This design comes from an exercise in tuning for small area on the open sky130 flow, not from production work. Only simulation tests tie the RTL to the original design; equivalence was not proved. No activity file was given, so power comes from the tool's default toggle rates.

==> flow/design.v <==
`default_nettype none
package pcc_pkg;
  localparam int unsigned DataW = 16;
  localparam int unsigned IntegW = 24;
  localparam int unsigned CfgIdxW = 3;
endpackage
`default_nettype wire
`default_nettype none
module pid_controller_clamped_unit #(
  parameter int unsigned UPDATE_RATE_HZ = 30
) (
  input  wire                               clk_i,
  input  wire                               rst_ni,
  input  wire                               cfg_valid_i,
  output logic                              cfg_ready_o,
  input  wire  [pcc_pkg::CfgIdxW-1:0]       cfg_index_i,
  input  wire  [pcc_pkg::DataW-1:0]         cfg_data_i,
  input  wire                               in_valid_i,
  output logic                              in_ready_o,
  input  wire                               time_passed_i,
  input  wire  signed [pcc_pkg::DataW-1:0]  setpoint_i,
  input  wire  signed [pcc_pkg::DataW-1:0]  measured_i,
  output logic                              out_valid_o,
  input  wire                               out_ready_i,
  output logic signed [pcc_pkg::DataW-1:0]  drive_o
);
  localparam logic [2:0] PhIdle = 3'd0;
  localparam logic [2:0] Ph1    = 3'd1;
  localparam logic [2:0] Ph2    = 3'd2;
  localparam logic [2:0] Ph3    = 3'd3;
  localparam logic [2:0] Ph4    = 3'd4;
  logic signed [15:0] kp_q, ki_q, kd_q, mn_q, mx_q;
  logic        [4:0]  cv_q;     
  logic signed [15:0] prev_q;
  logic               sv_q;     
  logic               out_valid_q;
  logic        [15:0] drive_q;
  logic [2:0] ph_q, ph_d;
  logic [4:0] g_q;                       
  logic       rd_q;                       
  logic        br_e_q, br_d_q, br_30_q;   
  logic [4:0]  dl_q;                      
  logic [16:0] acc_q;                     
  logic        pd_q;                      
  logic [3:0]  r_q;                       
  logic        br_q_q;                    
  logic        cy_q;                      
  logic        br_l_q, br_h_q;            
  logic        lt_q, gt_q, inv_q;         
  logic [23:0] ra_q, rb_q;                
  logic        p_q;                       
  logic        sgn_q;                     
  logic hold, first, jfirst, last;
  logic accept;
  assign cfg_ready_o = 1'b1;
  assign out_valid_o = out_valid_q;
  assign drive_o     = drive_q;
  assign hold        = !time_passed_i;
  always_ff @(posedge clk_i or negedge rst_ni) begin
    if (!rst_ni) begin
      cv_q <= '0;
    end else if (cfg_valid_i) begin
      case (cfg_index_i)
        3'd0: cv_q[0] <= 1'b1;
        3'd1: cv_q[1] <= 1'b1;
        3'd2: cv_q[2] <= 1'b1;
        3'd3: cv_q[3] <= 1'b1;
        3'd4: cv_q[4] <= 1'b1;
        default: ;
      endcase
    end
  end
  always_ff @(posedge clk_i) begin
    if (cfg_valid_i) begin
      case (cfg_index_i)
        3'd0: kp_q <= cfg_data_i;
        3'd1: ki_q <= cfg_data_i;
        3'd2: kd_q <= cfg_data_i;
        3'd3: mn_q <= cfg_data_i;
        3'd4: mx_q <= cfg_data_i;
        default: ;
      endcase
    end
  end
  always_comb begin
    ph_d = ph_q;
    last = 1'b0;
    unique case (ph_q)
      Ph1: if (rd_q && g_q == 5'd23) ph_d = Ph2;
      Ph2: if (rd_q && g_q == 5'd23) ph_d = Ph3;
      Ph3: if (rd_q && g_q == 5'd23) ph_d = Ph4;
      Ph4: if (rd_q && g_q == 5'd0) begin ph_d = PhIdle; last = 1'b1; end
      default: if (g_q == 5'd23) ph_d = hold ? Ph4 : Ph1;
    endcase
    if (!in_valid_i || (ph_q == PhIdle && out_valid_q)) begin
      ph_d = PhIdle;
    end
  end
  always_ff @(posedge clk_i or negedge rst_ni) begin
    if (!rst_ni) begin
      ph_q <= PhIdle;
      rd_q <= 1'b0;
      g_q  <= '0;
    end else begin
      ph_q <= ph_d;
      if (ph_q == PhIdle || ph_d == PhIdle) rd_q <= 1'b0;
      else if (g_q == 5'd23) rd_q <= !rd_q;
      g_q  <= (g_q == 5'd23) ? 5'd0 : g_q + 5'd1;
    end
  end
  logic n_hi, n_mid, n_le24, n_gt24, n_ge9, n_24, n_28, n_32, n_le32, n_37;
  assign n_hi   = rd_q || g_q[4];                      
  assign n_le24 = !rd_q || (g_q == 5'd0);              
  assign n_gt24 = !n_le24;                             
  assign n_ge9  = rd_q || (g_q >= 5'd9);               
  assign n_mid  = !rd_q && (g_q >= 5'd9);              
  assign n_24   = rd_q && (g_q == 5'd0);
  assign n_28   = rd_q && (g_q == 5'd4);
  assign n_32   = rd_q && (g_q == 5'd8);
  assign n_le32 = !rd_q || (g_q <= 5'd8);
  assign n_37   = rd_q && (g_q == 5'd13);
  assign in_ready_o = last;
  assign accept     = last && in_valid_i;
  assign first      = !rd_q && (g_q == 5'd0);
  assign jfirst     = !rd_q && (g_q == 5'd1);
  logic [3:0]  ie;
  logic        sp_b, pv_b, prev_b;
  logic        e_b, dlt_b, d30_b;
  logic        a_b, b_b;
  assign ie     = n_hi ? 4'd15 : g_q[3:0];
  assign sp_b   = setpoint_i[ie];
  assign pv_b   = measured_i[ie];
  assign prev_b = sv_q && prev_q[ie];
  logic br_e_in, br_d_in, br_30_in;
  assign br_e_in  = br_e_q  && !first;
  assign br_d_in  = br_d_q  && !first;
  assign br_30_in = br_30_q && !first;
  assign e_b   = sp_b ^ pv_b ^ br_e_in;
  assign dlt_b = pv_b ^ prev_b ^ br_d_in;
  assign a_b   = dl_q[0];
  assign b_b   = dl_q[4];
  assign d30_b = a_b ^ b_b ^ br_30_in;
  always_ff @(posedge clk_i) begin
    br_e_q  <= (!sp_b && pv_b) || (!(sp_b ^ pv_b) && br_e_in);
    br_d_q  <= (!pv_b && prev_b) || (!(pv_b ^ prev_b) && br_d_in);
    br_30_q <= (!a_b && b_b) || (!(a_b ^ b_b) && br_30_in);
    dl_q    <= {dl_q[3:0], dlt_b && (ph_q == Ph3)};
  end
  logic [15:0] k1, op_a, op_b;
  logic        k1v;
  logic [17:0] acc_in, sum;   
  logic        x_b;
  assign k1     = (ph_q == Ph3) ? kp_q : ki_q;
  assign k1v    = (ph_q == Ph3) ? cv_q[0] : cv_q[1];
  assign op_a   = (e_b && k1v) ? k1 : 16'd0;
  assign op_b   = (d30_b && cv_q[2] && (ph_q == Ph3)) ? kd_q : 16'd0;
  assign acc_in = first ? 18'd0 : {acc_q[16], acc_q};
  logic [17:0] ea, eb, cs_s, cs_c;
  logic [18:0] rc;
  assign ea   = {{2{op_a[15]}}, op_a};
  assign eb   = {{2{op_b[15]}}, op_b};
  assign cs_s = acc_in ^ ea ^ eb;
  assign cs_c = (acc_in & ea) | (acc_in & eb) | (ea & eb);
  assign rc[0] = 1'b0;
  for (genvar i = 0; i < 18; i++) begin : g_rip
    logic cb;
    assign cb        = (i == 0) ? 1'b0 : cs_c[i-1];
    assign sum[i]    = cs_s[i] ^ cb ^ rc[i];
    assign rc[i+1]   = (cs_s[i] & cb) | (cs_s[i] & rc[i]) | (cb & rc[i]);
  end
  assign x_b    = sum[0];
  always_ff @(posedge clk_i) begin
    acc_q <= sum[17:1];
    pd_q  <= x_b;
  end
  logic        i_b, lo_b, hi_b;
  assign i_b  = sv_q && (n_gt24 ? sgn_q : (p_q ? rb_q[0] : ra_q[0]));
  logic [3:0] mi;
  logic       m_in, m_top;
  assign mi    = g_q[3:0] + 4'd7;
  assign m_in  = n_mid;
  assign m_top = rd_q;                                 
  assign lo_b = cv_q[3] && ((m_in && mn_q[mi]) || (m_top && mn_q[15]));
  assign hi_b = cv_q[4] && ((m_in && mx_q[mi]) || (m_top && mx_q[15]));
  logic [3:0] r_add, r_inc, r_dec;
  assign r_inc = (r_q == 4'd14) ? 4'd0 : r_q + 4'd1;
  assign r_dec = (r_q == 4'd0) ? 4'd14 : r_q - 4'd1;
  assign r_add = !x_b ? r_q : n_32 ? r_dec : r_inc;
  logic br_q_in, q_b;
  assign br_q_in = br_q_q && !jfirst;
  assign q_b     = r_q[0] ^ x_b ^ br_q_in;
  logic i2_b;
  always_comb begin
    if (n_gt24)      i2_b = sgn_q;
    else if (lt_q)  i2_b = inv_q ? hi_b : lo_b;
    else if (gt_q)  i2_b = hi_b;
    else            i2_b = p_q ? ra_q[0] : rb_q[0];
  end
  logic u_b, w_b, cy_in, v_b;
  assign u_b   = (ph_q == Ph3) ? pd_q : q_b;
  assign w_b   = (ph_q == Ph3) ? i2_b : i_b;
  assign cy_in = cy_q && !jfirst;
  assign v_b   = u_b ^ w_b ^ cy_in;
  logic c_b, br_l_in, br_h_in, l_b, h_b;
  assign c_b     = (ph_q == Ph1) ? lo_b : v_b;
  assign br_l_in = br_l_q && !jfirst;
  assign br_h_in = br_h_q && !jfirst;
  assign l_b     = c_b ^ lo_b ^ br_l_in;    
  assign h_b     = hi_b ^ c_b ^ br_h_in;    
  always_ff @(posedge clk_i) begin
    br_q_q <= (!r_q[0] && x_b) || (!(r_q[0] ^ x_b) && br_q_in);
    cy_q   <= (u_b && w_b) || ((u_b ^ w_b) && cy_in);
    br_l_q <= (!c_b && lo_b) || (!(c_b ^ lo_b) && br_l_in);
    br_h_q <= (!hi_b && c_b) || (!(hi_b ^ c_b) && br_h_in);
    unique case (ph_q)
      Ph1: begin
        if (first) r_q <= '0;
        else if (n_le32) r_q <= {r_add[0], r_add[3:1]};
        if (n_28) inv_q <= h_b;
      end
      Ph2: begin
        if (!first) r_q <= {q_b, r_q[3:1]};
        if (n_24) sgn_q <= i_b;
        if (n_28) begin
          lt_q <= l_b;
          gt_q <= h_b;
        end
      end
      Ph3: begin
        if (n_24) sgn_q <= i2_b;
        if (n_ge9 && n_le24) drive_q <= {v_b, drive_q[15:1]};
        if (n_37) begin
          lt_q <= l_b;
          gt_q <= h_b;
        end
      end
      Ph4: if (n_ge9) begin
        drive_q <= {hold ? 1'b0 : gt_q ? hi_b : lt_q ? lo_b : drive_q[0],
                    drive_q[15:1]};
      end
      default: ;
    endcase
  end
  logic w_en, wr_b, ra_in, rb_in;
  assign w_en  = !first && n_le24 && ((ph_q == Ph2) || (ph_q == Ph3));
  assign wr_b  = (ph_q == Ph3) ? i2_b : v_b;
  assign ra_in = (w_en &&  p_q) ? wr_b : ra_q[0];
  assign rb_in = (w_en && !p_q) ? wr_b : rb_q[0];
  always_ff @(posedge clk_i) begin
    ra_q <= {ra_in, ra_q[23:1]};
    rb_q <= {rb_in, rb_q[23:1]};
  end
  always_ff @(posedge clk_i or negedge rst_ni) begin
    if (!rst_ni) begin
      sv_q <= 1'b0;
    end else if (accept && !hold) begin
      sv_q <= 1'b1;
    end
  end
  always_ff @(posedge clk_i) begin
    if (accept && !hold) begin
      p_q    <= !p_q;
      prev_q <= measured_i;
    end
  end
  always_ff @(posedge clk_i or negedge rst_ni) begin
    if (!rst_ni) begin
      out_valid_q <= 1'b0;
    end else if (accept) begin
      out_valid_q <= 1'b1;
    end else if (out_ready_i) begin
      out_valid_q <= 1'b0;
    end
  end
endmodule
`default_nettype wire
==> flow/flow/run.sh <==
#!/bin/bash
# The standard layout with three changes:
#  - synthesis maps with an area-oriented ABC script (flow/abc_area.script in
#    place of ORFS's abc_speed.script; everything else in the scripts folder
#    is ORFS's own, copied unchanged);
#  - the port buffers are the smallest buffer cell;
#  - the clock tree is built from clkbuf_8 without dummy loads.
set -euo pipefail
here=$PWD
rm -rf "$here/scripts_area"
cp -r "$FLOW_HOME/scripts" "$here/scripts_area"
cp "$here/flow/abc_area.script" "$here/scripts_area/abc_speed.script"
export BUFFER_PORTS_ARGS="-buffer_cell sky130_fd_sc_hd__buf_1"
export CTS_ARGS="-sink_clustering_enable -repair_clock_nets -buf_list sky130_fd_sc_hd__clkbuf_4 -sink_clustering_size 10 -sink_clustering_max_diameter 50 -dont_use_dummy_load"
bash standard.sh "SCRIPTS_DIR=$here/scripts_area" finish > standard.log 2>&1
==> flow/flow/abc_area.script <==
&get -n
&st
&dch -f
&nf -a
&st
&syn2
&dch -f
&nf -a
&put
==> flow/standard.sh <==
#!/bin/bash
# synth_recipe.tcl (not shown) runs the flow's synth.tcl, then flattens the netlist and writes it again
# the make line also repeats each setting of config.mk as NAME=value (left out here)
make -C /OpenROAD-flow-scripts/flow DESIGN_CONFIG=/design/flow/config.mk WORK_HOME=/design/flow/orfs CLKGATE_MAP_FILE= SYNTH_SCRIPT=/design/flow/synth_recipe.tcl "${@:-finish}"
==> flow/config.mk <==
export PLATFORM = sky130hd
export DESIGN_NAME = pid_controller_clamped_unit
export DESIGN_NICKNAME = pid_controller_clamped_unit
export VERILOG_FILES = /design/flow/design.v
export SDC_FILE = /design/flow/constraint.sdc
export NUM_CORES = 4
export LEC_CHECK = 0
export CAP_MARGIN = 20
export CORE_MARGIN = 2
export CORE_UTILIZATION = 60
export CTS_BUF_LIST = sky130_fd_sc_hd__clkbuf_8
export CTS_CLUSTER_DIAMETER = 60
export CTS_CLUSTER_SIZE = 16
export SLEW_MARGIN = 20
==> flow/constraint.sdc <==
create_clock -name core_clock -period 11.0 [get_ports {clk_i}]
set_input_delay 2.2000 -clock core_clock [delete_from_list [all_inputs] [get_ports {clk_i}]]
set_output_delay 2.2000 -clock core_clock [all_outputs]
set_load 0.01 [all_outputs]
==> out/qor.yml, run 1 <==
cells_and_area:
  final_cell_mix: "edfxtp_1 (121), dfxtp_1 (78), nand2_1 (74), buf_1 (74), fa_1 (39)"
  fin_util_pct: 67.3
  area_growth_syn_to_layout_pct: 9.41
  antenna_cells: 0
  drive_above_1_share_pct: 7.58
  final_design_area_no_fill_um2: 9380
  mostFrequentLayoutCell: "edfxtp_1"
  nets: 822
logic_synthesis:
  synth_async_sr_flop_share_pct: 7.44
  syn_area_um2: 8580
  avgSynthCellArea_um2: 14.3
  synth_edf_count: 121
  synthMuxAreaShare_pct: 4.61
  yosysUniqueCellTypes: 49
  synth-seq-cells: 215
  synth_top_family_by_area: "simple AND/OR/NAND/NOR gates"
  synth_ff_type: "edfxtp_1"
  yosys_warnings: 1
  synth_adder_area_share_pct: 10.9
  synth-compound-area-share_pct: 6.24
  synth_top_area_share_pct: 42.4
  ys_seq_area_share_pct: 65.2
  synth.top_cells.by_area: "edfxtp_1 (42%), dfxtp_1 (18%), fa_1 (9.1%)"
  synth_xor_area_share_pct: 0.817
  syn-num-nets: 708
  synthSimpleGateAreaFrac_pct: 11.3
  syn_inst: 600
  netlist.top_cell.by_area: "edfxtp_1"
critical_path:
  crit_required_ns: 11.51
  cp-start-kind: "input pin"
  rrSetupSlack_ns: 1.08
  r2r-start: "rd_q$_DFFE_PN0P_"
  arrival_ns: 10.92
  crit_fanout: 3
  endpoint_kind: "flop"
  endpoint: "acc_q[16]$_DFF_P_"
  ff2ff_path_depth: 27
  rr_endpoint: "acc_q[16]$_DFF_P_"
  worstSetupPathType: "input pin to flop"
  startpoint: "measured_i[11]"
pwr:
  power_density_nw_per_um2: 140
  power.leakage_nw: 3.46
  max-vdd-ir-drop_uv: 96.7
  netSwitchingPower_uw: 293
  seqPwrFrac_pct: 67.0
  finalPower_mw: 1.31
  intPower_mw: 1.02
  p_comb_share_pct: 6.9
  switching_share_pct: 22.4
  clkPwrFrac_pct: 26.1
placement:
  port-buffer-count: 74
  dpl_cell_area_um2: 9170
  hpwl_mm: 11.4
  gp_congestion: 0.842
  place_ws_ns: -0.0856
outcome:
  outcome: "complete, no violations"
clock_tree:
  cts-resized-gates: 0
  ctsHoldBuffers: 0
  clock_latency_ns: 0.64
  cts_buffer_depth: 3
  cts_tree: "done"
  htreeDepth: 1
  numCtsBuffers: 26
  cts_setup_buffers: 0
  clkTransAtPathRegs_ns: 0.10
  cts.sinks: 215
  cts_root_buf: "clkbuf_4"
sta:
  hold_violations: 0
  finalCriticalPeriod_ns: 10.40
  relSlewSlack_pct: 36.5
  tightestPinTransition_ns: 0.949
  slew_viol_final: 0
  layout_setup_ws_ns: 0.598
  whs_ns: 0.324
  finalSetupViolCount: 0
  fin_skew_ns: 0.0441
  rsz0062_at_grt: "false"
  fmax_mhz: 96.1
  finalCritPeriodShare_pct: 94.6
route:
  drt_iter0_markers: 430
  vias_per_cell: 5.55
  finalWirelength_mm: 16.1
  ant_nets: 0
  dr.pass1.iters: 4
  wl_per_cell_um: 18.0
  drc: 0
  vias: 4952
floorplan:
  start_util_pct: 61.6
  rows: 43
  core_area_um2: 13900
  die_w_um: 124
  dieArea_um2: 15300
  die_h_um: 124
  pin_count: 76
global_route:
  track_usage_pct: 22.6
  grt_pass1_wl_mm: 26.3
  antenna_found_initial: 0
  grt_overflow: 0
  grt_pass1_vias: 5172
  grt_max_degree: 27
flow_run:
  cap_violations: 0
worst_hold_path:
  min_path_type: "flop to flop"
[routing by layer]
layer	part of all wire, %	vias to the layer above	GRT usage (%)
li1	-	2383	-
met2	49	111	37.8
met4	2.2	0	6.25
met1	45	2436	31.1
met5	0	-	0
met3	4.2	22	3.60
[worst max-delay path: stages]
cell and delay (ns):
buf_1 0.09, mux4_2 0.46, a21oi_1 0.15, nand2_1 0.07, o31a_1 0.14, fa_1 0.49
nor2_1 0.11, o21ai_0 0.23, a21oi_1 0.28, fa_1 0.46, ha_1 0.23, fa_1 0.38
fa_1 0.39, fa_1 0.40, fa_1 0.39, fa_1 0.39, fa_1 0.41, fa_1 0.39
fa_1 0.39, fa_1 0.39, fa_1 0.39, fa_1 0.39, fa_1 0.39, fa_1 0.38
fa_1 0.38, fa_1 0.38, xnor2_1 0.13
[cells in the mapped netlist, drive strengths merged (2+ instances only)]
cell and n:
nor2 23, and2 19, o211ai 2, clkinv 18, and3 6, xnor2 5
a31oi 5, o31ai 3, mux2i 8, a311oi 2, o21ai 16, a211oi 4
mux4 12, xor2 3, o22ai 3, or3 5, edfxtp 121, fa 39
a32o 2, dfxtp 78, nand2 74, ha 12, nor3 13, or2 6
nand2b 7, dfrtp 16, nor3b 3, a2111oi 2, nand3 12, a21o 3
mux2 4, a221oi 4, nand3b 2, a21oi 31, nand4 2, nor2b 22
[power groups by stage]
stage | registers (mW) | clock network (mW) | logic (mW)
finish | 0.878 | 0.342 | 0.0898
global placement | 0.895 | 0 | 0.0857
floorplan | 0.894 | 0 | 0.0586
global route | 0.880 | 0.383 | 0.106
CTS | 0.878 | 0.353 | 0.0920
detailed placement | 0.896 | 0 | 0.0919
[logic make-up (layout without fill, tap and decap cells)]
logic type                 after synthesis  after routing
muxes                                   24             24
adders and majority gates               51             51
AOI/OAI and AO/OA                       85             85
other                                    1              1
xor gates and xnor gates                 8              8
buffers and inverters                   19            131
DFF                                    215            215
and+or+nand+nor                        197            197
[metrics by stage]
stage	instances	TNS (ns)
2_1_floorplan	600	0
3_3_place_gp	865	0
3_5_place_dp	865	-0.0930
4_1_cts	891	0
5_1_grt	892	0
6_report	892	0
[state kept, by name (all words and copies together), names as in the netlist, 3 cells and up]
| register | count |
|---|---|
| dl_q | 5 |
| kd_q | 16 |
| kp_q | 16 |
| ra_q | 24 |
| prev_q | 16 |
| acc_q | 17 |
| cv_q | 5 |
| drive_q | 16 |
| g_q | 5 |
| ph_q | 3 |
| r_q | 4 |
| rb_q | 24 |
| mn_q | 16 |
| ki_q | 16 |
| mx_q | 16 |
[worst min path at each step]
stage	startpoint	end	slack, ns	cells past startpoint
final	rb_q[6]$_DFF_P_	rb_q[5]$_DFF_P_	0.32	0
after floorplan	dl_q[1]$_DFF_P_	dl_q[2]$_DFF_P_	0.31	0
after detailed placement	ra_q[16]$_DFF_P_	ra_q[15]$_DFF_P_	0.31	0
after CTS	ra_q[1]$_DFF_P_	ra_q[0]$_DFF_P_	0.32	0
after global placement	rb_q[10]$_DFF_P_	rb_q[9]$_DFF_P_	0.31	0
after global routing	ra_q[21]$_DFF_P_	ra_q[20]$_DFF_P_	0.33	0
[layout make-up]
cell class / instances / area [um2]
fillers: 1048 / 4550
flip-flops and latches: 215 / 5600
repair buffers: 87 / 379
well taps: 180 / 225
multi-input cells: 366 / 2920
inverters: 18 / 67.6
clock buffers: 26 / 195
==> run 2: changes to the inputs <==
--- a/flow/flow/run.sh
+++ b/flow/flow/run.sh
@@ -12,4 +12,4 @@
 cp "$here/flow/abc_area.script" "$here/scripts_area/abc_speed.script"
 export BUFFER_PORTS_ARGS="-buffer_cell sky130_fd_sc_hd__buf_1"
-export CTS_ARGS="-sink_clustering_enable -repair_clock_nets -buf_list sky130_fd_sc_hd__clkbuf_4 -sink_clustering_size 10 -sink_clustering_max_diameter 50 -dont_use_dummy_load"
+export CTS_ARGS="-sink_clustering_enable -repair_clock_nets -buf_list sky130_fd_sc_hd__clkbuf_8 -sink_clustering_size 16 -sink_clustering_max_diameter 60 -dont_use_dummy_load"
 bash standard.sh "SCRIPTS_DIR=$here/scripts_area" finish > standard.log 2>&1
==> run 2 against run 1 <==
  * Synthesized area is the same
  * Still clean on timing, DRC and antenna
  * First-iteration DRC count shrank 10%
  * Highest routed layer unchanged
  * Setup slack lost 0.091 ns
  * Cell count shrank 1.0%
  * Clock power grew 7.0%
  * Global-route usage shrank 0.25 points
  * Total power grew 1.8%
  * Worst hold slack gained 0.0048 ns
  * Die area is the same
  * Register-to-register slack gained 0.05 ns
  * Critical path depth is the same
  * Sequential cell count is the same
==> out/qor.yml, run 2 <==
outcome:
  outcome: "complete, no violations"
sta:
  fin_skew_ns: 0.0393
  whs_ns: 0.329
  finalCritPeriodShare_pct: 95.4
  tightestPinTransition_ns: 0.953
  finalSetupViolCount: 0
  fmax_mhz: 95.3
  slew_viol_final: 0
  rsz0062_at_grt: "false"
  finalCriticalPeriod_ns: 10.49
  relSlewSlack_pct: 36.2
  tns_ns: 0
  hold_violations: 0
  layout_setup_ws_ns: 0.507
placement:
  place_ws_ns: -0.0856
  port-buffer-count: 74
  gp_congestion: 0.842
  hpwl_mm: 11.4
  dp_cells: 865
  dpl_cell_area_um2: 9170
critical_path:
  cp-start-kind: "input pin"
  crit_path_frequent_cell: "fa_1"
  slowest_stage: "fa_1"
  crit_fanout: 3
  worstSetupPathType: "input pin to flop"
  endpoint_kind: "flop"
  crit_required_ns: 11.40
  arrival_ns: 10.90
  ff2ff_path_depth: 29
  slowest_delay_ns: 0.49
clock_tree:
  cts-resized-gates: 0
  cts_root_buf: "clkbuf_8"
  cts_setup_buffers: 0
  cts_buffer_depth: 3
  clkTransAtPathRegs_ns: 0.10
  cts_tree: "done"
  htreeDepth: 1
  numCtsBuffers: 17
  ctsHoldBuffers: 0
  cts.sinks: 215
  clock_latency_ns: 0.50
flow_run:
  cap_violations: 0
logic_synthesis:
  synth_async_sr_flop_share_pct: 7.44
  synth_edf_count: 121
  synth.most_common_cell: "edfxtp_1"
  syn-num-nets: 708
  synth.top_cells.by_area: "edfxtp_1 (42%), dfxtp_1 (18%), fa_1 (9.1%)"
  synth_ff_type: "edfxtp_1"
  syn_inst: 600
  yosysUniqueCellTypes: 49
  netlist.top_cell.by_area: "edfxtp_1"
  syn_area_um2: 8580
  ys_seq_area_share_pct: 65.2
  netlist_top_cells_count: "edfxtp_1 (121), dfxtp_1 (78), nand2_1 (74)"
  synth_top_area_share_pct: 42.4
  yosys_warnings: 1
  synth-seq-cells: 215
  avgSynthCellArea_um2: 14.3
cells_and_area:
  drive_above_1_share_pct: 6.40
  final_cell_mix: "edfxtp_1 (121), dfxtp_1 (78), nand2_1 (74), buf_1 (74), fa_1 (39)"
  antenna_cells: 0
  finalNonFillerCells: 883
  area_growth_syn_to_layout_pct: 9.86
  fin_util_pct: 67.6
  mostFrequentLayoutCell: "edfxtp_1"
  reg_top3: "ra_q: 24 flops, rb_q: 24 flops, acc_q: 17 flops"
  final_design_area_no_fill_um2: 9420
  nets: 813
route:
  drt_iter0_markers: 385
  vias_per_cell: 5.59
  finalWirelength_mm: 16.0
  vias: 4938
  top_layer: "met4"
  wl_met1_mm: 7.17
  ant_nets: 0
  dr.pass1.iters: 4
  dr_wl_met3_um: 627
  wl_per_cell_um: 18.1
  drc: 0
  dr_wl_met2_mm: 7.85
worst_hold_path:
  hold_depth: 0
  min_path_type: "flop to flop"
floorplan:
  rows: 43
  core_area_um2: 13900
  pin_count: 76
  die_h_um: 124
  dieArea_um2: 15300
  die_w_um: 124
  start_util_pct: 61.6
pwr:
  finalPower_mw: 1.33
  max-vdd-ir-drop_uv: 130
  power.leakage_nw: 3.46
  power_density_nw_per_um2: 142
global_route:
  grt_max_degree: 27
  antenna_found_initial: 0
  grt_overflow: 0
  grt_pass1_wl_mm: 26.1
  grt_pass1_vias: 5113
  track_usage_pct: 22.4
==> run 2: cells by family (layout without fill, tap and decap cells) <==
logic type | Yosys count | count (layout) | share of synthesized area (%)
buffers and inverters | 19 | 122 | 0.875
adders and majority gates | 51 | 51 | 10.9
and+or+nand+nor | 197 | 197 | 11.3
xor gates and xnor gates | 8 | 8 | 0.817
other | 1 | 1 | 0.0437
muxes | 24 | 24 | 4.61
AOI/OAI and AO/OA | 85 | 85 | 6.24
DFF | 215 | 215 | 65.2
==> run 2: path summary, 6_finish.rpt <==
path | startpoint | to | slack (ns)
worst max-delay path | measured_i[11] | acc_q[16]$_DFF_P_ | 0.51
worst min-delay path | ra_q[16]$_DFF_P_ | ra_q[15]$_DFF_P_ | 0.33
worst max register to register | g_q[1]$_DFF_PN0_ | acc_q[16]$_DFF_P_ | 1.13
worst min register to register | ra_q[16]$_DFF_P_ | ra_q[15]$_DFF_P_ | 0.33
max in group asynchronous | rst_ni | ph_q[0]$_DFF_PN0_ | 8.92
min in group asynchronous | rst_ni | g_q[1]$_DFF_PN0_ | 1.59
==> run 2: cell type report <==
type	count	area, um2
Clock buffer	17	234
Fill cell	1039	4510
Multi-Input combinational cell	366	2920
Timing Repair Buffer	87	379
Sequential cell	215	5600
Inverter	18	67.6
Tap cell	180	225
==> run 2: per-layer routing <==
metal  track usage (%)  up-vias
li1                  -     2356
met1              31.1     2434
met2              37.6      124
met3              3.00       24
met4              5.75        0
met5                 0        -
==> run 2: power by group <==
| group | switching, mW | total, mW | internal, mW |
|---|---|---|---|
| logic | 0.0523 | 0.0898 | 0.0375 |
| registers | 0.00680 | 0.877 | 0.871 |
| clock network | 0.227 | 0.366 | 0.140 |
| total | 0.286 | 1.33 | 1.05 |
==> run 2: worst max-delay path, delay by kind of cell <==
kind	cells	cell delay [ns]
compound gates	4	0.77
fa+ha+maj	18	7.02
xor+xnor	1	0.13
simple gates	2	0.18
buf+inv	1	0.09
mux	1	0.46
==> run 3: changes to the inputs <==
--- a/flow/config.mk
+++ b/flow/config.mk
@@ -8,7 +8,8 @@
 export CAP_MARGIN = 20
 export CORE_MARGIN = 2
-export CORE_UTILIZATION = 60
+export CORE_UTILIZATION = 75
 export CTS_BUF_LIST = sky130_fd_sc_hd__clkbuf_8
 export CTS_CLUSTER_DIAMETER = 60
 export CTS_CLUSTER_SIZE = 16
+export PLACE_DENSITY = 0.8
 export SLEW_MARGIN = 20
==> run 3 against run 2 <==
  * Die area down 19%
  * Register-to-register slack about the same
  * Sequential share of layout area up 0.36 points
  * Sequential cell count unchanged
  * Critical path type unchanged
  * Setup slack better by 0.00080 ns
  * Total power up 0.15%
  * Largest power group unchanged
  * Sequential power about the same
  * Clock power about the same
  * Utilization up 15 points
  * Critical path depth unchanged
==> out/qor.yml, run 3 <==
outcome:
  outcome: "complete, no violations"
clock_tree:
  numCtsBuffers: 17
  cts.sinks: 215
  htreeDepth: 1
  cts_buffer_depth: 3
  clkTransAtPathRegs_ns: 0.09
  cts-resized-gates: 0
  cts_tree: "done"
  cts_setup_buffers: 0
  ctsHoldBuffers: 0
  cts_root_buf: "clkbuf_8"
  clock_latency_ns: 0.51
cells_and_area:
  final_cell_mix: "edfxtp_1 (121), dfxtp_1 (78), nand2_1 (74)"
  mostFrequentLayoutCell: "edfxtp_1"
  area_growth_syn_to_layout_pct: 9.19
  antenna_cells: 0
  drive_above_1_share_pct: 6.42
  nets: 811
  reg_top3: "ra_q: 24 flops, rb_q: 24 flops, acc_q: 17 flops"
logic_synthesis:
  syn-num-nets: 708
  yosys_warnings: 1
  synth_async_sr_flop_share_pct: 7.44
  netlist_top_cells_count: "edfxtp_1 (121), dfxtp_1 (78), nand2_1 (74)"
  netlist.top_cell.by_area: "edfxtp_1"
  syn_area_um2: 8580
  avgSynthCellArea_um2: 14.3
  synth.most_common_cell: "edfxtp_1"
  syn_inst: 600
  synth.top_cells.by_area: "edfxtp_1 (42%), dfxtp_1 (18%), fa_1 (9.1%)"
  ys_seq_area_share_pct: 65.2
  synth_ff_type: "edfxtp_1"
  synth-seq-cells: 215
  synth_top_area_share_pct: 42.4
  synth_edf_count: 121
  yosysUniqueCellTypes: 49
critical_path:
  crit_path_frequent_cell: "fa_1"
  endpoint_kind: "flop"
  cp-start-kind: "input pin"
  crit_required_ns: 11.36
  slowest_delay_ns: 0.48
  slowest_stage: "fa_1"
  worstSetupPathType: "input pin to flop"
  arrival_ns: 10.86
  crit_fanout: 4
route:
  dr.pass1.iters: 4
  drt_iter0_markers: 478
  vias: 5102
  drc: 0
  ant_nets: 0
  wl_per_cell_um: 19.3
  finalWirelength_mm: 16.3
  vias_per_cell: 6.05
pwr:
  finalPower_mw: 1.34
  clkPwrFrac_pct: 27.3
  intPower_mw: 1.05
  switching_share_pct: 21.5
  power.leakage_nw: 3.45
  power_density_nw_per_um2: 143
  max-vdd-ir-drop_uv: 204
  p_comb_share_pct: 6.9
  seqPwrFrac_pct: 65.8
  netSwitchingPower_uw: 287
worst_hold_path:
  min_path_type: "flop to flop"
sta:
  finalSetupViolCount: 0
  relSlewSlack_pct: 32.6
  slew_viol_final: 0
  finalCriticalPeriod_ns: 10.49
  finalCritPeriodShare_pct: 95.4
  fin_skew_ns: 0.0393
  rsz0062_at_grt: "false"
  tns_ns: 0
  hold_violations: 0
  fmax_mhz: 95.3
  tightestPinTransition_ns: 1.00
  layout_setup_ws_ns: 0.507
placement:
  place_ws_ns: 0.0597
  gp_congestion: 0.868
  port-buffer-count: 74
  hpwl_mm: 11.5
global_route:
  grt_overflow: 0
  track_usage_pct: 28.0
  grt_max_degree: 27
  antenna_found_initial: 0
  grt_pass1_wl_mm: 26.9
  grt_pass1_vias: 5495
floorplan:
  die_h_um: 111
  pin_count: 76
  die_w_um: 111
  core_area_um2: 11300
  rows: 39
  dieArea_um2: 12300
  start_util_pct: 76.1
flow_run:
  cap_violations: 0
## run 3: worst max-delay path: cells and delay by family
family          cells  cell delay (ns)
simple gates        2             0.19
compound gates      4             0.75
fa+ha+maj          18             7.03
buf+inv             1             0.08
mux                 1             0.47
xor+xnor            1             0.13
## run 3: final cells by class
class,instances,area (um2)
Inverter,18,67.6
Multi-Input combinational cell,366,2930
Fill cell,622,1910
Sequential cell,215,5600
Tap cell,143,179
Timing Repair Buffer,85,362
Clock buffer,17,234
## run 3: logic make-up after synthesis
family / after synthesis / share of synthesized area [%]
AO/OA/AOI/OAI: 85 / 6.24
XOR/XNOR: 8 / 0.817
adder cells (fa/ha/maj): 51 / 10.9
buffers and inverters: 19 / 0.875
flip-flops: 215 / 65.2
multiplexers: 24 / 4.61
other: 1 / 0.0437
AND/OR/NAND/NOR: 197 / 11.3
## run 3: path summary, 6_finish.rpt
check	from	end	slack (ns)	cells after the start
max	measured_i[11]	acc_q[16]$_DFF_P_	0.51	27
min	ra_q[23]$_DFF_P_	ra_q[22]$_DFF_P_	0.32	0
max reg2reg	g_q[1]$_DFF_PN0_	acc_q[16]$_DFF_P_	1.14	29
min reg2reg	ra_q[23]$_DFF_P_	ra_q[22]$_DFF_P_	0.32	0
max in group asynchronous	rst_ni	cv_q[3]$_DFFE_PN0P_	9.01	1
min in group asynchronous	rst_ni	ph_q[2]$_DFF_PN0_	1.65	1
## run 3: metrics by stage
step	cell area, um2	std cells	hold WS [ns]	util, %
2_1_floorplan	8580	600	0.310	-
3_3_place_gp	9130	827	0.310	81.0
3_5_place_dp	9130	827	0.312	81.0
4_1_cts	9360	844	0.321	83.1
5_1_grt	9370	844	0.323	83.1
6_report	9370	844	0.321	83.1
## run 3: per-layer routing
| layer | part of all wire (%) | vias up | GRT usage, % |
|---|---|---|---|
| met5 | 0 | - | 0 |
| met4 | 4.0 | 0 | 11.8 |
| met3 | 6.1 | 51 | 4.70 |
| met2 | 50 | 185 | 47.6 |
| met1 | 40 | 2507 | 36.6 |
| li1 | - | 2359 | - |
## run 3: power groups by stage
stage               Combinational [mW]  Sequential [mW]  Clock [mW]
detailed placement              0.0921            0.896           0
finish                          0.0920            0.878       0.365
global placement                0.0861            0.895           0
floorplan                       0.0586            0.894           0
global route                     0.105            0.881       0.394
CTS                             0.0932            0.878       0.371
==> run 4: changes to the inputs <==
--- a/flow/design.v
+++ b/flow/design.v
@@ -156,16 +156,18 @@
   assign op_b   = (d30_b && cv_q[2] && (ph_q == Ph3)) ? kd_q : 16'd0;
   assign acc_in = first ? 18'd0 : {acc_q[16], acc_q};
-  logic [17:0] ea, eb, cs_s, cs_c;
-  logic [18:0] rc;
+  logic [17:0] ea, eb, cs_s;
+  logic [16:0] cs_c;
+  logic [16:0] rc;
   assign ea   = {{2{op_a[15]}}, op_a};
   assign eb   = {{2{op_b[15]}}, op_b};
   assign cs_s = acc_in ^ ea ^ eb;
-  assign cs_c = (acc_in & ea) | (acc_in & eb) | (ea & eb);
-  assign rc[0] = 1'b0;
-  for (genvar i = 0; i < 18; i++) begin : g_rip
-    logic cb;
-    assign cb        = (i == 0) ? 1'b0 : cs_c[i-1];
-    assign sum[i]    = cs_s[i] ^ cb ^ rc[i];
-    assign rc[i+1]   = (cs_s[i] & cb) | (cs_s[i] & rc[i]) | (cb & rc[i]);
+  assign cs_c = (acc_in[16:0] & ea[16:0]) | (acc_in[16:0] & eb[16:0]) | (ea[16:0] & eb[16:0]);
+  assign rc[0]  = 1'b0;
+  assign sum[0] = cs_s[0];
+  for (genvar i = 1; i < 18; i++) begin : g_rip
+    assign sum[i] = cs_s[i] ^ cs_c[i-1] ^ rc[i-1];
+    if (i < 17) begin : g_c
+      assign rc[i] = (cs_s[i] & cs_c[i-1]) | (cs_s[i] & rc[i-1]) | (cs_c[i-1] & rc[i-1]);
+    end
   end
   assign x_b    = sum[0];
@@ -258,7 +260,13 @@
     end
   end
+  always_ff @(posedge clk_i or negedge rst_ni) begin
+    if (!rst_ni) begin
+      p_q <= 1'b0;
+    end else if (accept && !hold) begin
+      p_q <= !p_q;
+    end
+  end
   always_ff @(posedge clk_i) begin
     if (accept && !hold) begin
-      p_q    <= !p_q;
       prev_q <= measured_i;
     end
--- a/flow/config.mk
+++ b/flow/config.mk
@@ -8,8 +8,7 @@
 export CAP_MARGIN = 20
 export CORE_MARGIN = 2
-export CORE_UTILIZATION = 75
+export CORE_UTILIZATION = 60
 export CTS_BUF_LIST = sky130_fd_sc_hd__clkbuf_8
 export CTS_CLUSTER_DIAMETER = 60
 export CTS_CLUSTER_SIZE = 16
-export PLACE_DENSITY = 0.8
 export SLEW_MARGIN = 20
==> run 4 against run 3 <==
  * Highest routed layer unchanged
  * Clock-buffer cell count unchanged
  * Setup slack worse by 0.084 ns
  * Synthesized area up 0.18%
  * Total power up 0.19%
  * Design area up 0.87%
  * Global-route usage down 5.8 points
  * Maximum frequency down 0.79%
==> out/qor.yml, run 4 <==
outcome:
  outcome: "complete, no violations"
logic_synthesis:
  synth_async_sr_flop_share_pct: 7.91
  netlist.top_cell.by_area: "edfxtp_1"
  synth-seq-cells: 215
  syn_inst: 605
  synth_edf_count: 120
  yosys_warnings: 1
  netlist_top_cells_count: "edfxtp_1 (120), dfxtp_1 (78), nand2_1 (75)"
  synth_top_area_share_pct: 41.9
  synth_ff_type: "edfxtp_1"
  synth.top_cells.by_area: "edfxtp_1 (42%), dfxtp_1 (18%), fa_1 (9.1%)"
  ys_seq_area_share_pct: 65.1
  yosysUniqueCellTypes: 47
  synth.most_common_cell: "edfxtp_1"
  syn_area_um2: 8590
  syn-num-nets: 713
  avgSynthCellArea_um2: 14.2
route:
  finalWirelength_mm: 16.1
  vias: 5052
  vias_per_cell: 5.68
  ant_nets: 0
  drc: 0
  drt_iter0_markers: 363
  wl_per_cell_um: 18.1
  dr.pass1.iters: 5
placement:
  place_ws_ns: -0.180
  dpl_cell_area_um2: 9200
  hpwl_mm: 11.2
  gp_congestion: 0.830
  port-buffer-count: 74
flow_run:
  cap_violations: 0
sta:
  rsz0062_at_grt: "false"
  fin_skew_ns: 0.0516
  layout_setup_ws_ns: 0.424
  tightestPinTransition_ns: 0.962
  fmax_mhz: 94.6
  finalCritPeriodShare_pct: 96.1
  relSlewSlack_pct: 35.6
  finalCriticalPeriod_ns: 10.58
  tns_ns: 0
  slew_viol_final: 0
  hold_violations: 0
  finalSetupViolCount: 0
pwr:
  clkPwrFrac_pct: 27.6
  power.leakage_nw: 3.47
  intPower_mw: 1.05
  netSwitchingPower_uw: 290
  seqPwrFrac_pct: 65.5
  max-vdd-ir-drop_uv: 122
  switching_share_pct: 21.7
  p_comb_share_pct: 6.8
  power_density_nw_per_um2: 142
critical_path:
  crit_required_ns: 11.40
  rr_endpoint: "acc_q[16]$_DFF_P_"
  slowest_delay_ns: 0.47
  arrival_ns: 10.98
  startpoint: "measured_i[11]"
  cp-start-kind: "input pin"
  slowest_stage: "mux4_2"
  crit_path_frequent_cell: "fa_1"
  crit_family: "adder cells"
  ff2ff_path_depth: 31
  worstSetupPathType: "input pin to flop"
  crit_fanout: 4
  path_buf_inv: 2
  rrSetupSlack_ns: 1.00
  r2r-start: "g_q[1]$_DFF_PN0_"
  endpoint_kind: "flop"
cells_and_area:
  final_design_area_no_fill_um2: 9450
  reg_top3: "ra_q: 24 flops, rb_q: 24 flops, acc_q: 17 flops"
  nets: 819
  fillers: 1004
  area_growth_syn_to_layout_pct: 9.95
  antenna_cells: 0
  mostFrequentLayoutCell: "edfxtp_1"
  fin_util_pct: 67.8
  final_cell_mix: "edfxtp_1 (120), dfxtp_1 (78), nand2_1 (75)"
  drive_above_1_share_pct: 6.49
clock_tree:
  clock_latency_ns: 0.51
  clkTransAtPathRegs_ns: 0.09
  ctsHoldBuffers: 0
  htreeDepth: 1
  cts-resized-gates: 0
  numCtsBuffers: 17
  cts_root_buf: "clkbuf_8"
  cts_tree: "done"
  cts_buffer_depth: 3
  cts.sinks: 215
  cts_setup_buffers: 0
floorplan:
  core_area_um2: 13900
  rows: 43
  die_w_um: 124
  dieArea_um2: 15300
  pin_count: 76
  start_util_pct: 61.7
  die_h_um: 124
global_route:
  antenna_found_initial: 0
  grt_max_degree: 29
  grt_pass1_wl_mm: 26.1
  track_usage_pct: 22.2
  grt_pass1_vias: 5157
  grt_overflow: 0
worst_hold_path:
  min_path_type: "flop to flop"
  hp-start: "rb_q[15]$_DFF_P_"
  hold-path-endpoint: "rb_q[14]$_DFF_P_"
  hold_depth: 0
## run 4: per-layer routing
layer  GRT usage, %  vias up  wire length, um
met2           38.0      146             7760
met1           30.1     2503             7140
met4           5.89        0              278
met3           3.25       27              915
li1               -     2376                -
met5              0        -                0
## run 4: per-stage QoR
stage / cells / total power, mW / hold WS [ns]
detailed placement: 871 / 0.988 / 0.312
global route: 889 / 1.39 / 0.324
floorplan: 605 / 0.951 / 0.310
finish: 889 / 1.34 / 0.329
global placement: 871 / 0.981 / 0.310
CTS: 888 / 1.35 / 0.320
## run 4: logic make-up after synthesis
kind of cell	Yosys count	share of synthesized area (%)
flip-flops	215	65.1
AND/OR/NAND/NOR	198	11.3
AO/OA/AOI/OAI	91	6.60
adder cells (fa/ha/maj)	51	10.8
multiplexers	24	4.65
buffers and inverters	18	0.830
XOR/XNOR	7	0.714
other	1	0.0436
## run 4: area by class of cell
cell class,instances,area (um2),area share [%]
clock buffers,17,234,2.48
multi-input cells,372,2950,31.2
flip-flops and latches,215,5590,59.2
inverters,17,63.8,0.675
well taps,180,225,2.38
repair buffers,88,387,4.09
## run 4: power by group through the flow
stage	registers, mW	clock network, mW	logic, mW
5_1_grt	0.879	0.410	0.106
3_3_place_gp	0.894	0	0.0870
2_1_floorplan	0.893	0	0.0586
6_report	0.877	0.370	0.0917
3_5_place_dp	0.895	0	0.0932
4_1_cts	0.877	0.382	0.0935
## run 4: how the worst max path moves through the flow
stage	to	slack (ns)	cells after the start
final	acc_q[16]$_DFF_P_	0.42	29
after global routing	acc_q[16]$_DFF_P_	0.12	29
after CTS	acc_q[16]$_DFF_P_	0.39	29
after detailed placement	acc_q[16]$_DFF_P_	-0.18	29
after global placement	acc_q[16]$_DFF_P_	-0.01	29
after floorplan	acc_q[16]$_DFF_P_	0.08	27
==> run 5: changes to the inputs <==
--- a/flow/config.mk
+++ b/flow/config.mk
@@ -12,3 +12,4 @@
 export CTS_CLUSTER_DIAMETER = 60
 export CTS_CLUSTER_SIZE = 16
+export GPL_TIMING_DRIVEN = 0
 export SLEW_MARGIN = 20
==> run 5 against run 4 <==
  * Critical path depth fell by 1
  * Clock-buffer cell count did not move
  * Register-to-register slack got worse by 0.27 ns
  * Combinational power grew 6.7%
  * Total power about the same
  * Global-route usage fell by 1.0 points
  * Utilization rose by 0.39 points
  * Via count shrank 1.8%
  * Sequential share of layout area decreased by 0.32 points
  * Wire length is 4.6% lower
  * Sequential cell count is the same
  * Non-clock buffer count decreased by 4
==> out/qor.yml, run 5 <==
global_route:
  grt_pass1_vias: 4961
  track_usage_pct: 21.2
  antenna_found_initial: 0
  grt_max_degree: 30
  grt_overflow: 0
  grt_pass1_wl_mm: 24.8
placement:
  gp_congestion: 0.841
  port-buffer-count: 74
  hpwl_mm: 10.6
  place_ws_ns: -0.407
  dpl_cell_area_um2: 9170
route:
  drc: 0
  vias_per_cell: 5.60
  drt_iter0_markers: 364
  finalWirelength_mm: 15.4
  vias: 4959
  wl_per_cell_um: 17.3
  dr.pass1.iters: 5
  ant_nets: 0
sta:
  finalCriticalPeriod_ns: 10.59
  tightestPinTransition_ns: 1.08
  fmax_mhz: 94.4
  tns_ns: 0
  finalSetupViolCount: 0
  layout_setup_ws_ns: 0.406
  fin_skew_ns: 0.0355
  slew_viol_final: 0
  rsz0062_at_grt: "false"
  relSlewSlack_pct: 28.3
  finalCritPeriodShare_pct: 96.3
  hold_violations: 0
cells_and_area:
  mostFrequentLayoutCell: "edfxtp_1"
  final_cell_mix: "edfxtp_1 (120), dfxtp_1 (78), nand2_1 (75)"
  nets: 816
  reg_top3: "ra_q: 24 flops, rb_q: 24 flops, acc_q: 17 flops"
  fillers: 1019
  seqCellArea_um2: 5590
  fin_util_pct: 68.2
  antenna_cells: 0
  drive_above_1_share_pct: 7.79
  multi_input_area_um2: 3010
  final_design_area_no_fill_um2: 9500
  area_growth_syn_to_layout_pct: 10.6
critical_path:
  crit_fanout: 3
  cp-start-kind: "input pin"
  arrival_ns: 10.97
  endpoint_kind: "flop"
  worstSetupPathType: "input pin to flop"
  crit_required_ns: 11.38
clock_tree:
  cts_root_buf: "clkbuf_8"
  cts_buffer_depth: 3
  clkTransAtPathRegs_ns: 0.11
  cts.sinks: 215
  cts_tree: "done"
  htreeDepth: 1
  numCtsBuffers: 17
  clock_latency_ns: 0.51
logic_synthesis:
  synth_ff_type: "edfxtp_1"
  yosys_warnings: 1
  synth_edf_count: 120
  synth.most_common_cell: "edfxtp_1"
  synth-seq-cells: 215
  netlist_top_cells_count: "edfxtp_1 (120), dfxtp_1 (78), nand2_1 (75)"
  ys_seq_area_share_pct: 65.1
  syn-num-nets: 713
  yosysUniqueCellTypes: 47
  synth.top_cells.by_area: "edfxtp_1 (42%), dfxtp_1 (18%), fa_1 (9.1%)"
  avgSynthCellArea_um2: 14.2
  synth_async_sr_flop_share_pct: 7.91
  syn_inst: 605
  netlist.top_cell.by_area: "edfxtp_1"
  syn_area_um2: 8590
  synth_top_area_share_pct: 41.9
floorplan:
  core_area_um2: 13900
  dieArea_um2: 15300
  pin_count: 76
  die_w_um: 124
  start_util_pct: 61.7
  rows: 43
  die_h_um: 124
pwr:
  power_density_nw_per_um2: 141
  power.leakage_nw: 3.47
  max-vdd-ir-drop_uv: 109
outcome:
  outcome: "complete, no violations"
worst_hold_path:
  min_path_type: "flop to flop"
flow_run:
  cap_violations: 0
run 5: cell types whose count changed in the layout (fill, tap and decap cells not counted), moves of 2 or more:
cell / before / now
buf_4: 13 / 5
nor2_1: 24 / 20
buf_6: 1 / 4
fa_1: 39 / 37
fa_2: 0 / 2
nor2_2: 0 / 2
nor2_4: 0 / 2
run 5: where the power goes:
group	total, mW	leakage (nW)	internal, mW	switching [mW]
sequential	0.877	1.93	0.870	0.00637
combinational	0.0978	1.41	0.0426	0.0552
clock	0.365	0.122	0.140	0.226
run 5: final cells by class:
class | instances | area share (%)
Tap cell | 180 | 2.37
Buffer | 1 | 0.0790
Inverter | 17 | 0.672
Timing Repair Buffer | 83 | 3.87
Multi-Input combinational cell | 373 | 31.7
Sequential cell | 215 | 58.9
Clock buffer | 17 | 2.46
run 5: through the flow:
stage	hold WS, ns	instances	power (mW)
finish	0.319	886	1.34
global route	0.331	886	1.40
CTS	0.317	880	1.35
detailed placement	0.312	863	0.985
global placement	0.312	859	0.978
floorplan	0.310	605	0.951
run 5: worst paths after layout:
check	start	depth (start not counted)	to	slack (ns)
min reg2reg	ra_q[17]$_DFF_P_	0	ra_q[16]$_DFF_P_	0.32
min in group asynchronous	rst_ni	1	ph_q[2]$_DFF_PN0_	1.53
max	measured_i[11]	28	acc_q[16]$_DFF_P_	0.41
max reg2reg	g_q[0]$_DFF_PN0_	28	acc_q[16]$_DFF_P_	0.73
min	ra_q[17]$_DFF_P_	0	ra_q[16]$_DFF_P_	0.32
max in group asynchronous	rst_ni	2	cv_q[3]$_DFFE_PN0P_	9.02
run 5: cells by family (layout without fill, tap and decap cells):
logic type	after synthesis	after routing	share of synthesized area [%]
compound gates	91	92	6.60
buf+inv	18	118	0.830
flops	215	215	65.1
fa+ha+maj	51	51	10.8
xor+xnor	7	7	0.714
other cells	1	1	0.0436
simple gates	198	198	11.3
mux	24	24	4.65
run 5: worst max-delay path: stages:
cell and delay [ns]:
buf_1 0.08, mux4_2 0.48, a21oi_1 0.16, nand2_1 0.07, o31a_1 0.14, fa_1 0.54, nor2_4 0.16, o21ai_4 0.11
a21o_1 0.23, fa_1 0.51, clkinv_1 0.09, fa_1 0.46, fa_1 0.39, fa_1 0.39, fa_1 0.39, fa_1 0.41
fa_1 0.41, fa_1 0.40, fa_1 0.41, fa_1 0.39, fa_1 0.39, fa_1 0.40, fa_1 0.39, fa_1 0.39
fa_2 0.36, fa_2 0.36, xnor2_2 0.14, xnor2_1 0.12
run 5: repair_timing:
action / 4_1_cts / 5_1_grt
setup endpoints to repair: 1 / 2
gates resized for setup: 1 / 9
hold buffers: 0 / 0
cloned: 0 / 1
pin swaps: 0 / 2
hold endpoints to repair: 0 / 0
buffers inserted: 0 / 4
run 5: routing by layer:
layer	GRT usage, %	part of all wire [%]	vias to the layer above
met5	0	0	-
met4	5.47	1.8	0
met3	3.43	4.6	21
met2	34.5	48	128
met1	30.4	46	2443
li1	-	-	2367
==> run 6: changes to the inputs <==
--- a/flow/flow/run.sh
+++ b/flow/flow/run.sh
@@ -12,4 +12,4 @@
 cp "$here/flow/abc_area.script" "$here/scripts_area/abc_speed.script"
 export BUFFER_PORTS_ARGS="-buffer_cell sky130_fd_sc_hd__buf_1"
-export CTS_ARGS="-sink_clustering_enable -repair_clock_nets -buf_list sky130_fd_sc_hd__clkbuf_8 -sink_clustering_size 16 -sink_clustering_max_diameter 60 -dont_use_dummy_load"
+export CTS_ARGS="-sink_clustering_enable -repair_clock_nets -buf_list sky130_fd_sc_hd__clkbuf_4 -sink_clustering_size 8 -sink_clustering_max_diameter 40 -dont_use_dummy_load"
 bash standard.sh "SCRIPTS_DIR=$here/scripts_area" finish > standard.log 2>&1
--- a/flow/config.mk
+++ b/flow/config.mk
@@ -12,4 +12,3 @@
 export CTS_CLUSTER_DIAMETER = 60
 export CTS_CLUSTER_SIZE = 16
-export GPL_TIMING_DRIVEN = 0
 export SLEW_MARGIN = 20
==> run 6 against run 5 <==
  * Still clean
  * Design area shrank 0.16%
  * Non-clock buffer count is 4 higher
  * Clock-buffer cell count is 19 higher
  * Register-to-register slack better by 0.27 ns
  * Wire length rose by 6.0%
  * Critical path depth increased by 1
  * Sequential power about the same
  * Worst hold slack better by 0.0015 ns
  * Synthesized cell count did not move
  * Via count increased by 4.2%
  * Critical endpoint unchanged
  * Highest routed layer unchanged
==> out/qor.yml, run 6 <==
outcome:
  outcome: "complete, no violations"
logic_synthesis:
  synth.most_common_cell: "edfxtp_1"
  ys_seq_area_share_pct: 65.1
  yosys_warnings: 1
  netlist.top_cell.by_area: "edfxtp_1"
  synth-seq-cells: 215
  synth_edf_count: 120
  syn-num-nets: 713
  synth.top_cells.by_area: "edfxtp_1 (42%), dfxtp_1 (18%), fa_1 (9.1%)"
  synth_async_sr_flop_share_pct: 7.91
  netlist_top_cells_count: "edfxtp_1 (120), dfxtp_1 (78), nand2_1 (75)"
  syn_inst: 605
  yosysUniqueCellTypes: 47
  synth_ff_type: "edfxtp_1"
  syn_area_um2: 8590
  avgSynthCellArea_um2: 14.2
  synth_top_area_share_pct: 41.9
floorplan:
  rows: 43
  pin_count: 76
  die_h_um: 124
  dieArea_um2: 15300
  die_w_um: 124
  start_util_pct: 61.7
  core_area_um2: 13900
critical_path:
  worstSetupPathType: "input pin to flop"
  slowest_stage: "fa_1"
  endpoint_kind: "flop"
  crit_path_frequent_cell: "fa_1"
  crit_required_ns: 11.49
  crit_fanout: 4
  slowest_delay_ns: 0.47
  cp-start-kind: "input pin"
  arrival_ns: 10.99
global_route:
  grt_overflow: 0
  grt_pass1_vias: 5275
  track_usage_pct: 22.8
  grt_pass1_wl_mm: 26.3
  antenna_found_initial: 1
  grt_max_degree: 29
route:
  drc: 0
  dr.pass1.iters: 5
  wl_per_cell_um: 17.9
  finalWirelength_mm: 16.3
  drt_iter0_markers: 302
  ant_nets: 0
  vias: 5165
  vias_per_cell: 5.68
sta:
  tns_ns: 0
  whs_ns: 0.320
  tightestPinTransition_ns: 0.973
  finalCritPeriodShare_pct: 95.5
  finalCriticalPeriod_ns: 10.50
  relSlewSlack_pct: 34.9
  finalSetupViolCount: 0
  hold_violations: 0
  fmax_mhz: 95.2
  slew_viol_final: 0
  rsz0062_at_grt: "false"
  fin_skew_ns: 0.0675
cells_and_area:
  drive_above_1_share_pct: 8.93
  nets: 838
  mostFrequentLayoutCell: "edfxtp_1"
  reg_top3: "ra_q: 24 flops, rb_q: 24 flops, acc_q: 17 flops"
  fillers: 1013
  area_growth_syn_to_layout_pct: 10.4
  final_design_area_no_fill_um2: 9490
  final_cell_mix: "edfxtp_1 (120), dfxtp_1 (78), nand2_1 (75)"
  multi_input_area_um2: 2950
  seqCellArea_um2: 5590
  finalNonFillerCells: 909
placement:
  gp_congestion: 0.830
  port-buffer-count: 74
  hpwl_mm: 11.2
  dp_cells: 871
  dpl_cell_area_um2: 9200
clock_tree:
  numCtsBuffers: 36
  cts_tree: "done"
  htreeDepth: 2
  ctsHoldBuffers: 0
  cts_setup_buffers: 0
  cts_root_buf: "clkbuf_4"
  clkTransAtPathRegs_ns: 0.08
  cts_buffer_depth: 3
  cts-resized-gates: 0
  cts.sinks: 215
  clock_latency_ns: 0.60
flow_run:
  cap_violations: 0
pwr:
  power.leakage_nw: 3.51
  power_density_nw_per_um2: 144
  max-vdd-ir-drop_uv: 92.5
worst_hold_path:
  min_path_type: "flop to flop"
## run 6: cell count changes in the layout (fill, tap and decap cells not counted), sizes merged
cell | previous run | this run
buf | 84 | 88
clkbuf | 17 | 36
diode | 0 | 1
o21ai | 21 | 20
## run 6: per-layer routing
metal	share of wire [%]	global-route usage, %	up-vias	wire (um)
met1	44	30.1	2542	7130
met5	0	0	-	0
li1	-	-	2420	-
met4	2.0	7.88	0	320
met3	5.7	4.35	27	924
met2	49	38.3	176	7910
## run 6: final timing paths
check	from	to	slack, ns	cells after the start
worst min-delay path	ra_q[7]$_DFF_P_	ra_q[6]$_DFF_P_	0.32	0
max in group asynchronous	rst_ni	g_q[2]$_DFF_PN0_	9.01	2
worst max register to register	g_q[1]$_DFF_PN0_	acc_q[16]$_DFF_P_	1.00	31
min in group asynchronous	rst_ni	rd_q$_DFFE_PN0P_	1.52	1
worst min register to register	ra_q[7]$_DFF_P_	ra_q[6]$_DFF_P_	0.32	0
worst max-delay path	measured_i[11]	acc_q[16]$_DFF_P_	0.50	29
## run 6: worst max-delay path, delay by kind of cell
family,cells,cell delay (ns)
buf+inv,2,0.26
compound gates,4,0.58
fa+ha+maj,18,6.99
simple gates,2,0.21
xor+xnor,2,0.26
mux,1,0.46
## run 6: cells by family (layout without fill, tap and decap cells)
group	count (synthesis)	after routing	share of synthesized area, %
buf+inv	18	141	0.830
flops	215	215	65.1
xor+xnor	7	7	0.714
fa+ha+maj	51	51	10.8
simple gates	198	198	11.3
mux	24	24	4.65
compound gates	91	91	6.60
other cells	1	2	0.0436
## run 6: metrics by stage
| stage | worst slack (ns) | util [%] | power, mW |
|---|---|---|---|
| 6_report | 0.499 | 68.1 | 1.36 |
| 5_1_grt | 0.232 | 68.1 | 1.43 |
| 4_1_cts | 0.509 | 68.0 | 1.38 |
| 3_5_place_dp | -0.180 | 66.0 | 0.988 |
| 3_3_place_gp | -0.0125 | 66.0 | 0.981 |
| 2_1_floorplan | 0.0797 | - | 0.951 |
## run 6: final cells by class
| cell class | instances | area share (%) |
|---|---|---|
| diodes | 1 | 0.0264 |
| clock buffers | 36 | 2.85 |
| inverters | 17 | 0.673 |
| multi-input cells | 372 | 31.1 |
| flip-flops and latches | 215 | 58.9 |
| well taps | 180 | 2.37 |
| repair buffers | 88 | 4.08 |
## run 6: power breakdown
group	internal, mW	leakage [nW]	switching, mW	total [mW]
registers	0.870	1.93	0.00665	0.877
logic	0.0386	1.41	0.0528	0.0914
clock network	0.151	0.166	0.243	0.394
total	1.06	3.51	0.302	1.36
==> run 7: changes to the inputs <==
--- a/flow/flow/run.sh
+++ b/flow/flow/run.sh
@@ -12,4 +12,4 @@
 cp "$here/flow/abc_area.script" "$here/scripts_area/abc_speed.script"
 export BUFFER_PORTS_ARGS="-buffer_cell sky130_fd_sc_hd__buf_1"
-export CTS_ARGS="-sink_clustering_enable -repair_clock_nets -buf_list sky130_fd_sc_hd__clkbuf_4 -sink_clustering_size 8 -sink_clustering_max_diameter 40 -dont_use_dummy_load"
+export CTS_ARGS="-sink_clustering_enable -repair_clock_nets -buf_list sky130_fd_sc_hd__clkbuf_16 -sink_clustering_size 30 -sink_clustering_max_diameter 80 -dont_use_dummy_load"
 bash standard.sh "SCRIPTS_DIR=$here/scripts_area" finish > standard.log 2>&1
==> run 7 against run 6 <==
  * Maximum frequency fell by 1.2%
  * Combinational power hardly changed
  * Sequential share of layout area hardly changed
  * Via count shrank 2.8%
  * Synthesized cell count did not move
  * Non-clock buffer count stayed put
  * Wire length decreased by 3.5%
  * Highest routed layer unchanged
==> out/qor.yml, run 7 <==
outcome:
  outcome: "complete, no violations"
floorplan:
  start_util_pct: 61.7
  core_area_um2: 13900
  pin_count: 76
  die_w_um: 124
  die_h_um: 124
  rows: 43
  dieArea_um2: 15300
critical_path:
  crit_family: "adder cells"
  crit_required_ns: 11.35
  arrival_ns: 10.98
  slowest_delay_ns: 0.47
  path_buf_inv: 2
  worstSetupPathType: "input pin to flop"
  crit_fanout: 4
  cp-start-kind: "input pin"
  slowest_stage: "fa_1"
  endpoint_kind: "flop"
  crit_path_frequent_cell: "fa_1"
placement:
  dpl_cell_area_um2: 9200
  gp_congestion: 0.830
  hpwl_mm: 11.2
  port-buffer-count: 74
logic_synthesis:
  netlist_top_cells_count: "edfxtp_1 (120), dfxtp_1 (78), nand2_1 (75)"
  yosys_warnings: 1
  syn-num-nets: 713
  synth_edf_count: 120
  synth_ff_type: "edfxtp_1"
  yosysUniqueCellTypes: 47
  synth.most_common_cell: "edfxtp_1"
  synth-seq-cells: 215
  netlist.top_cell.by_area: "edfxtp_1"
  avgSynthCellArea_um2: 14.2
  synth.top_cells.by_area: "edfxtp_1 (42%), dfxtp_1 (18%), fa_1 (9.1%)"
  synth_async_sr_flop_share_pct: 7.91
  ys_seq_area_share_pct: 65.1
  synth_top_area_share_pct: 41.9
  syn_inst: 605
  syn_area_um2: 8590
cells_and_area:
  drive_above_1_share_pct: 5.69
  reg_top3: "ra_q: 24 flops, rb_q: 24 flops, acc_q: 17 flops"
  seqCellArea_um2: 5590
  nets: 813
  fillers: 1002
  final_cell_mix: "edfxtp_1 (120), dfxtp_1 (78), nand2_1 (75)"
  multi_input_area_um2: 2950
  area_growth_syn_to_layout_pct: 10.4
  antenna_cells: 0
  fin_util_pct: 68.1
  mostFrequentLayoutCell: "edfxtp_1"
  final_design_area_no_fill_um2: 9490
sta:
  whs_ns: 0.301
  finalCritPeriodShare_pct: 96.6
  finalSetupViolCount: 0
  fmax_mhz: 94.1
  rsz0062_at_grt: "false"
  tns_ns: 0
  relSlewSlack_pct: 34.9
  slew_viol_final: 0
  tightestPinTransition_ns: 0.974
  fin_skew_ns: 0.0283
  hold_violations: 0
  finalCriticalPeriod_ns: 10.63
global_route:
  grt_pass1_wl_mm: 25.7
  grt_max_degree: 31
  grt_pass1_vias: 5094
  track_usage_pct: 21.8
  antenna_found_initial: 0
  grt_overflow: 0
clock_tree:
  numCtsBuffers: 11
  cts-resized-gates: 0
  cts_setup_buffers: 0
  ctsHoldBuffers: 0
  cts_tree: "done"
  cts.sinks: 215
  clkTransAtPathRegs_ns: 0.10
  cts_root_buf: "clkbuf_16"
  cts_buffer_depth: 3
  clock_latency_ns: 0.46
  htreeDepth: 1
route:
  finalWirelength_mm: 15.7
  dr_wl_met2_mm: 7.62
  dr.pass1.iters: 5
  drt_iter0_markers: 378
  wl_met1_mm: 6.93
  vias: 5021
  wl_per_cell_um: 17.8
  vias_per_cell: 5.69
  ant_nets: 0
  drc: 0
  dr_wl_met3_um: 851
  top_layer: "met4"
pwr:
  power_density_nw_per_um2: 144
  max-vdd-ir-drop_uv: 119
  power.leakage_nw: 3.48
worst_hold_path:
  min_path_type: "flop to flop"
flow_run:
  cap_violations: 0
## run 7: power breakdown
part | internal, mW | total (mW) | switching [mW]
Clock | 0.180 | 0.402 | 0.222
Sequential | 0.870 | 0.877 | 0.00661
Combinational | 0.0386 | 0.0913 | 0.0527
Total | 1.09 | 1.37 | 0.281
## run 7: per-layer routing
metal | up-vias | GRT usage (%)
li1 | 2361 | -
met1 | 2490 | 29.7
met2 | 149 | 37.4
met3 | 21 | 3.07
met4 | 0 | 5.18
met5 | - | 0
## run 7: stage by stage
step,instances,power (mW),setup slack [ns]
floorplan,605,0.951,0.0797
global placement,871,0.981,-0.0125
detailed placement,871,0.988,-0.180
CTS,882,1.39,0.321
global route,883,1.43,0.0492
finish,883,1.37,0.370
## run 7: logic make-up (layout without fill, tap and decap cells)
logic type,Yosys count,in the layout,synth area share (%)
buffers and inverters,18,116,0.830
other,1,1,0.0436
AO/OA/AOI/OAI,91,91,6.60
multiplexers,24,24,4.65
adder cells (fa/ha/maj),51,51,10.8
AND/OR/NAND/NOR,198,198,11.3
XOR/XNOR,7,7,0.714
flip-flops,215,215,65.1
## run 7: layout make-up
cell class / instances / share of cell area (%)
Sequential cell: 215 / 58.9
Multi-Input combinational cell: 372 / 31.1
Timing Repair Buffer: 88 / 4.07
Clock buffer: 11 / 2.90
Tap cell: 180 / 2.37
Inverter: 17 / 0.673
## run 7: worst reg2reg max path, delay by kind of cell (launching register included)
kind,cells,cell delay (ns)
compound gates,2,0.27
xor+xnor,2,0.26
fa+ha+maj,20,7.53
buf+inv,3,0.68
flops,1,0.51
simple gates,4,0.65
## run 7: worst paths after layout
path | from | end | slack [ns] | depth (start not counted)
worst min register to register | dl_q[3]$_DFF_P_ | dl_q[4]$_DFF_P_ | 0.30 | 0
worst min-delay path | dl_q[3]$_DFF_P_ | dl_q[4]$_DFF_P_ | 0.30 | 0
max in group asynchronous | rst_ni | g_q[2]$_DFF_PN0_ | 8.90 | 2
worst max register to register | g_q[1]$_DFF_PN0_ | acc_q[16]$_DFF_P_ | 0.98 | 31
worst max-delay path | measured_i[11] | acc_q[16]$_DFF_P_ | 0.37 | 29
min in group asynchronous | rst_ni | g_q[0]$_DFF_PN0_ | 1.66 | 1

static timing again, ports no longer ideal:
The results above use ideal ports. As a check the final layouts listed here were re-extracted and re-timed, cells and wires unchanged. Step 1 sets driving cells, clkbuf_16 on the clock port and buf_2 on the other inputs (assumed; they add their load-dependent delay and slew). Step 2 times the ports against the registers' clock, not the clock port: input delays grow and output delays shrink by t, the midpoint of the rising clock arrivals with the driver on. a / b / c = ideal / step 1 / step 2; a / b = the first two.
run | t (ns) | setup WS [ns] | clock arrival spread, ns | worst register clock-pin slew, ns | worst data-port slew with drivers (ns)
run 1 | 0.649 | 0.598 / 0.611 / -0.038 | 0.044 / 0.045 | 0.12 / 0.12 | 0.05
run 2 | 0.516 | 0.507 / 0.522 / 0.006 | 0.040 / 0.040 | 0.10 / 0.10 | 0.05
run 3 | 0.522 | 0.507 / 0.522 / -0.001 | 0.039 / 0.039 | 0.10 / 0.10 | 0.03
run 4 | 0.524 | 0.424 / 0.443 / -0.081 | 0.052 / 0.052 | 0.10 / 0.10 | 0.04
run 5 | 0.536 | 0.406 / 0.427 / -0.110 | 0.036 / 0.035 | 0.11 / 0.11 | 0.05
run 6 | 0.601 | 0.499 / 0.515 / -0.086 | 0.074 / 0.074 | 0.09 / 0.09 | 0.04
run 7 | 0.480 | 0.370 / 0.389 / -0.090 | 0.028 / 0.029 | 0.11 / 0.11 | 0.04
With both steps, setup timing fails in 6 of these runs, where it was met with ideal ports. For run 1, which loses most, drivers alone change the setup slack by +0.013 ns; drivers and shift together by -0.636 ns.
